Background: an optimization exercise with open tools, aiming at small area. Do not read the settings as production practice.
The RTL was checked by simulation tests, not by an equivalence proof against the original design.

==> yarrow <==
// smpq_top
module smpq_top (
	input  logic        clk,
	input  logic        arst_n,
	input  logic        start,
	input  logic [1:0]  cmd_op,
	input  logic [31:0] cmd_value,
	output logic        busy,
	output logic        done,
	output logic [31:0] rsp_head,
	output logic [1:0]  rsp_status,
	output logic        rsp_empty,
	output logic [4:0]  rsp_count
);
export LEC_CHECK = 0
export CAP_MARGIN = 20
export CORE_MARGIN = 2
export CORE_UTILIZATION = 85
export CTS_BUF_LIST = sky130_fd_sc_hd__clkbuf_4
export CTS_CLUSTER_DIAMETER = 50
export CTS_CLUSTER_SIZE = 10
export PLACE_DENSITY = 0.95
export SLEW_MARGIN = 20
export SYNTH_HIERARCHICAL = 1
create_clock -name core_clock -period 5.0 [get_ports {clk}]
standard.sh (not shown) runs the stock make flow with config.mk's settings and CLKGATE_MAP_FILE= SYNTH_SCRIPT=/design/flow/synth_recipe.tcl, a recipe that flattens the netlist after the stock synthesis.
==> flow/flow/run.sh <==
#!/bin/bash
# The standard layout, with each port's buffer made of the smallest buffer cell,
# a clock tree without dummy loads.
export BUFFER_PORTS_ARGS="-buffer_cell sky130_fd_sc_hd__buf_1"
export CTS_ARGS="-sink_clustering_enable -repair_clock_nets -sink_clustering_size 12 -sink_clustering_max_diameter 40 -buf_list sky130_fd_sc_hd__clkbuf_4 -dont_use_dummy_load"
bash standard.sh > standard.log 2>&1
==> nickel (differences from yarrow) <==
==> flow/design.v (replaced) <==
package smpq_pkg;
	localparam int DEF_QUEUE_DEPTH = 16;
	localparam int VALUE_W         = 32;
	localparam int OCC_W           = 5;
	localparam logic [1:0] OP_INSERT = 2'd0;
	localparam logic [1:0] OP_REMOVE = 2'd1;
	localparam logic [1:0] OP_PEEK   = 2'd2;
	localparam logic [1:0] OP_NONE   = 2'd3;
	localparam logic [1:0] ST_OK    = 2'd0;
	localparam logic [1:0] ST_EMPTY = 2'd1;
	localparam logic [1:0] ST_FULL  = 2'd2;
endpackage
module smpq_ctrl (
	input  logic       clk,
	input  logic       arst_n,
	input  logic       start,
	input  logic [1:0] cmd_op,
	input  logic       full,
	input  logic       empty,
	input  logic       lt,
	output logic       busy,
	output logic       done,
	output logic [3:0] phase,
	output logic [4:0] count,
	output logic       win,
	output logic       sel_prev,
	output logic       sel_new,
	output logic [1:0] rsp_status,
	output logic       show_head
);
	logic [3:0] phase_q;
	logic [4:0] count_q;
	logic       win_q;
	logic       placed_q;
	logic       done_q;
	logic [1:0] status_q;
	logic       show_q;
	logic is_ins, is_rem, is_peek, is_none;
	logic ins_go, read_go;
	logic ready, take, last_step;
	assign is_ins  = (cmd_op == smpq_pkg::OP_INSERT);
	assign is_rem  = (cmd_op == smpq_pkg::OP_REMOVE);
	assign is_peek = (cmd_op == smpq_pkg::OP_PEEK);
	assign is_none = (cmd_op == smpq_pkg::OP_NONE);
	assign ins_go  = is_ins && !full;
	assign read_go = (is_rem || is_peek) && !empty;
	assign win       = win_q || (start && ins_go && phase_q == 4'd15);
	assign last_step = win_q && phase_q == 4'd14;
	assign sel_prev  = win && lt;
	assign sel_new   = win && !lt && !(win_q && placed_q);
	always_comb begin
		if (ins_go)       ready = last_step;
		else if (read_go) ready = (phase_q == 4'd15);
		else              ready = 1'b1;
	end
	assign busy = !ready;
	assign take = start && ready;
	always_ff @(posedge clk or negedge arst_n) begin
		if (!arst_n) begin
			phase_q  <= 4'd0;
			count_q  <= 5'd0;
			win_q    <= 1'b0;
			placed_q <= 1'b0;
			done_q   <= 1'b0;
			status_q <= smpq_pkg::ST_OK;
			show_q   <= 1'b0;
		end else begin
			if (take && ins_go)
				phase_q <= phase_q + 4'd2;
			else if (!(take && is_rem && !empty))
				phase_q <= phase_q + 4'd1;
			if (take && ins_go)
				count_q <= count_q + 5'd1;
			else if (take && is_rem && !empty)
				count_q <= count_q - 5'd1;
			win_q    <= win && !last_step;
			placed_q <= win && (sel_new || (win_q && placed_q));
			done_q   <= take;
			if (is_ins && full)
				status_q <= smpq_pkg::ST_FULL;
			else if ((is_rem || is_peek) && empty)
				status_q <= smpq_pkg::ST_EMPTY;
			else
				status_q <= smpq_pkg::ST_OK;
			show_q <= take && read_go;
		end
	end
	assign done       = done_q;
	assign phase      = phase_q;
	assign count      = count_q;
	assign rsp_status = status_q;
	assign show_head  = show_q;
endmodule
module smpq_datapath (
	input  logic        clk,
	input  logic [31:0] cmd_value,
	input  logic        sel_prev,
	input  logic        sel_new,
	output logic [31:0] last,
	output logic [31:0] head
);
	logic [31:0] ring_q [16];
	always_ff @(posedge clk) begin
		if (sel_prev)
			ring_q[0] <= ring_q[14];
		else if (sel_new)
			ring_q[0] <= cmd_value;
		else
			ring_q[0] <= ring_q[15];
		for (int i = 1; i < 16; i++)
			ring_q[i] <= ring_q[i-1];
	end
	assign last = ring_q[15];
	assign head = ring_q[14];
endmodule
module sorted_min_priority_queue_core (
	input  logic        clk,
	input  logic        arst_n,
	input  logic        start,
	input  logic [1:0]  cmd_op,
	input  logic [31:0] cmd_value,
	output logic        busy,
	output logic        done,
	output logic [31:0] rsp_head,
	output logic [1:0]  rsp_status,
	output logic        rsp_empty,
	output logic [4:0]  rsp_count
);
	logic [3:0]  phase;
	logic [4:0]  count;
	logic        full;
	logic        empty;
	logic        win;
	logic        lt;
	logic        sel_prev;
	logic        sel_new;
	logic [31:0] last;
	logic [31:0] head;
	logic        show_head;
	assign full  = count[4];
	assign empty = (count == 5'd0);
	smpq_ctrl u_ctrl (
		.clk        (clk),
		.arst_n     (arst_n),
		.start      (start),
		.cmd_op     (cmd_op),
		.full       (full),
		.empty      (empty),
		.lt         (lt),
		.busy       (busy),
		.done       (done),
		.phase      (phase),
		.count      (count),
		.win        (win),
		.sel_prev   (sel_prev),
		.sel_new    (sel_new),
		.rsp_status (rsp_status),
		.show_head  (show_head)
	);
	smpq_datapath u_datapath (
		.clk       (clk),
		.cmd_value (cmd_value),
		.sel_prev  (sel_prev),
		.sel_new   (sel_new),
		.last      (last),
		.head      (head)
	);
	assign lt = ({1'b0, phase + 4'd1} < count) && ({~head[31], head[30:0]} < {~cmd_value[31], cmd_value[30:0]});
	assign rsp_head  = show_head ? last : 32'd0;
	assign rsp_empty = empty;
	assign rsp_count = count;
endmodule
module smpq_top (
	input  logic        clk,
	input  logic        arst_n,
	input  logic        start,
	input  logic [1:0]  cmd_op,
	input  logic [31:0] cmd_value,
	output logic        busy,
	output logic        done,
	output logic [31:0] rsp_head,
	output logic [1:0]  rsp_status,
	output logic        rsp_empty,
	output logic [4:0]  rsp_count
);
	sorted_min_priority_queue_core u_core (
		.clk        (clk),
		.arst_n     (arst_n),
		.start      (start),
		.cmd_op     (cmd_op),
		.cmd_value  (cmd_value),
		.busy       (busy),
		.done       (done),
		.rsp_head   (rsp_head),
		.rsp_status (rsp_status),
		.rsp_empty  (rsp_empty),
		.rsp_count  (rsp_count)
	);
endmodule
==> flow/run.sh (new file) <==
#!/bin/bash
# synth_recipe.tcl (not shown) runs the flow's synth.tcl, then flattens the netlist and writes it again
# the make line also repeats each setting of config.mk as NAME=value (left out here)
make -C /OpenROAD-flow-scripts/flow DESIGN_CONFIG=/design/flow/config.mk WORK_HOME=/design/flow/orfs CLKGATE_MAP_FILE= SYNTH_SCRIPT=/design/flow/synth_recipe.tcl finish
CORE_UTILIZATION = 45   (was 85)
CTS_BUF_LIST = not set   (was sky130_fd_sc_hd__clkbuf_4)
CTS_CLUSTER_DIAMETER = not set   (was 50)
CTS_CLUSTER_SIZE = not set   (was 10)
PLACE_DENSITY = 0.6   (was 0.95)
SYNTH_HIERARCHICAL = not set   (was 1)
removed: flow/flow/run.sh
removed: flow/standard.sh
==> impl_metrics.py <==
metrics = {
    "outcome": {
        "status": "did not finish",
        "lastStage": "detailed placement",
        "error": "Error: detail_place.tcl, 38 bad optional access",
    },
    "yosys": {
        "syn-cell-area_um2": 12050,
        "syn_area_per_cell_um2": 16.64,
        "netlist-cell-type-count": 35,
        "ys_seq_area_share_pct": 88.56,
        "synthArstFlopShare_pct": 2.264,
        "ys_ff_latch": 530,
        "yosysWarnings": 10,
        "synth_top_area_share_pct": 86.06,
        "synth_cells": 724,
        "syn_nets": 770,
    },
    "floorplanning": {
        "die_h_um": 123.1,
        "die_w_um": 123.1,
        "start_util_pct": 86.80,
    },
}
That was yarrow.
==> impl_metrics.py <==
metrics = {
    "outcome": {
        "status": "finished clean",
    },
    "yosys": {
        "synth_cells": 865,
        "ys_ff_latch": 527,
        "yosysWarnings": 3,
        "syn_area_per_cell_um2": 15.09,
        "synth_top_area_share_pct": 78.52,
        "ys_seq_area_share_pct": 81.40,
    },
    "cells_and_area": {
        "inv_count": 75,
        "final-clk-cell-share_pct": 10.10,
    },
    "floorplanning": {
        "start_util_pct": 45.60,
        "die_w_um": 174.3,
        "die_h_um": 174.3,
    },
    "sta": {
        "max_freq_mhz": 258.0,
    },
    "route": {
        "wire_per_inst_um": 13.87,
    },
}
That was nickel.

[what the ideal ports hide]
The results above use ideal ports. As a check the final layout listed here was re-extracted and re-timed, cells and wires unchanged. Step 1 sets driving cells, clkbuf_16 on the clock port and buf_2 on the other inputs (assumed; they add their load-dependent delay and slew). Step 2 moves the port delays by t, midway between the first and last clock arrival at a register: inputs arrive t later, outputs are due t later. That takes back most of the time a late clock gives input paths. Three values: no drivers, after step 1, after step 2; two values: the first two.
run: nickel
t, ns: 0.579
setup slack, ns: 1.124 / 1.095 / 0.741
worst setup path after step 2: input to register
latest minus earliest clock arrival (ns): 0.024 / 0.025
worst slew at a driven data input, ns: 0.04
After both steps setup and hold are still met in nickel. For nickel, drivers alone change the setup slack by -0.029 ns; drivers and shift together by -0.383 ns.
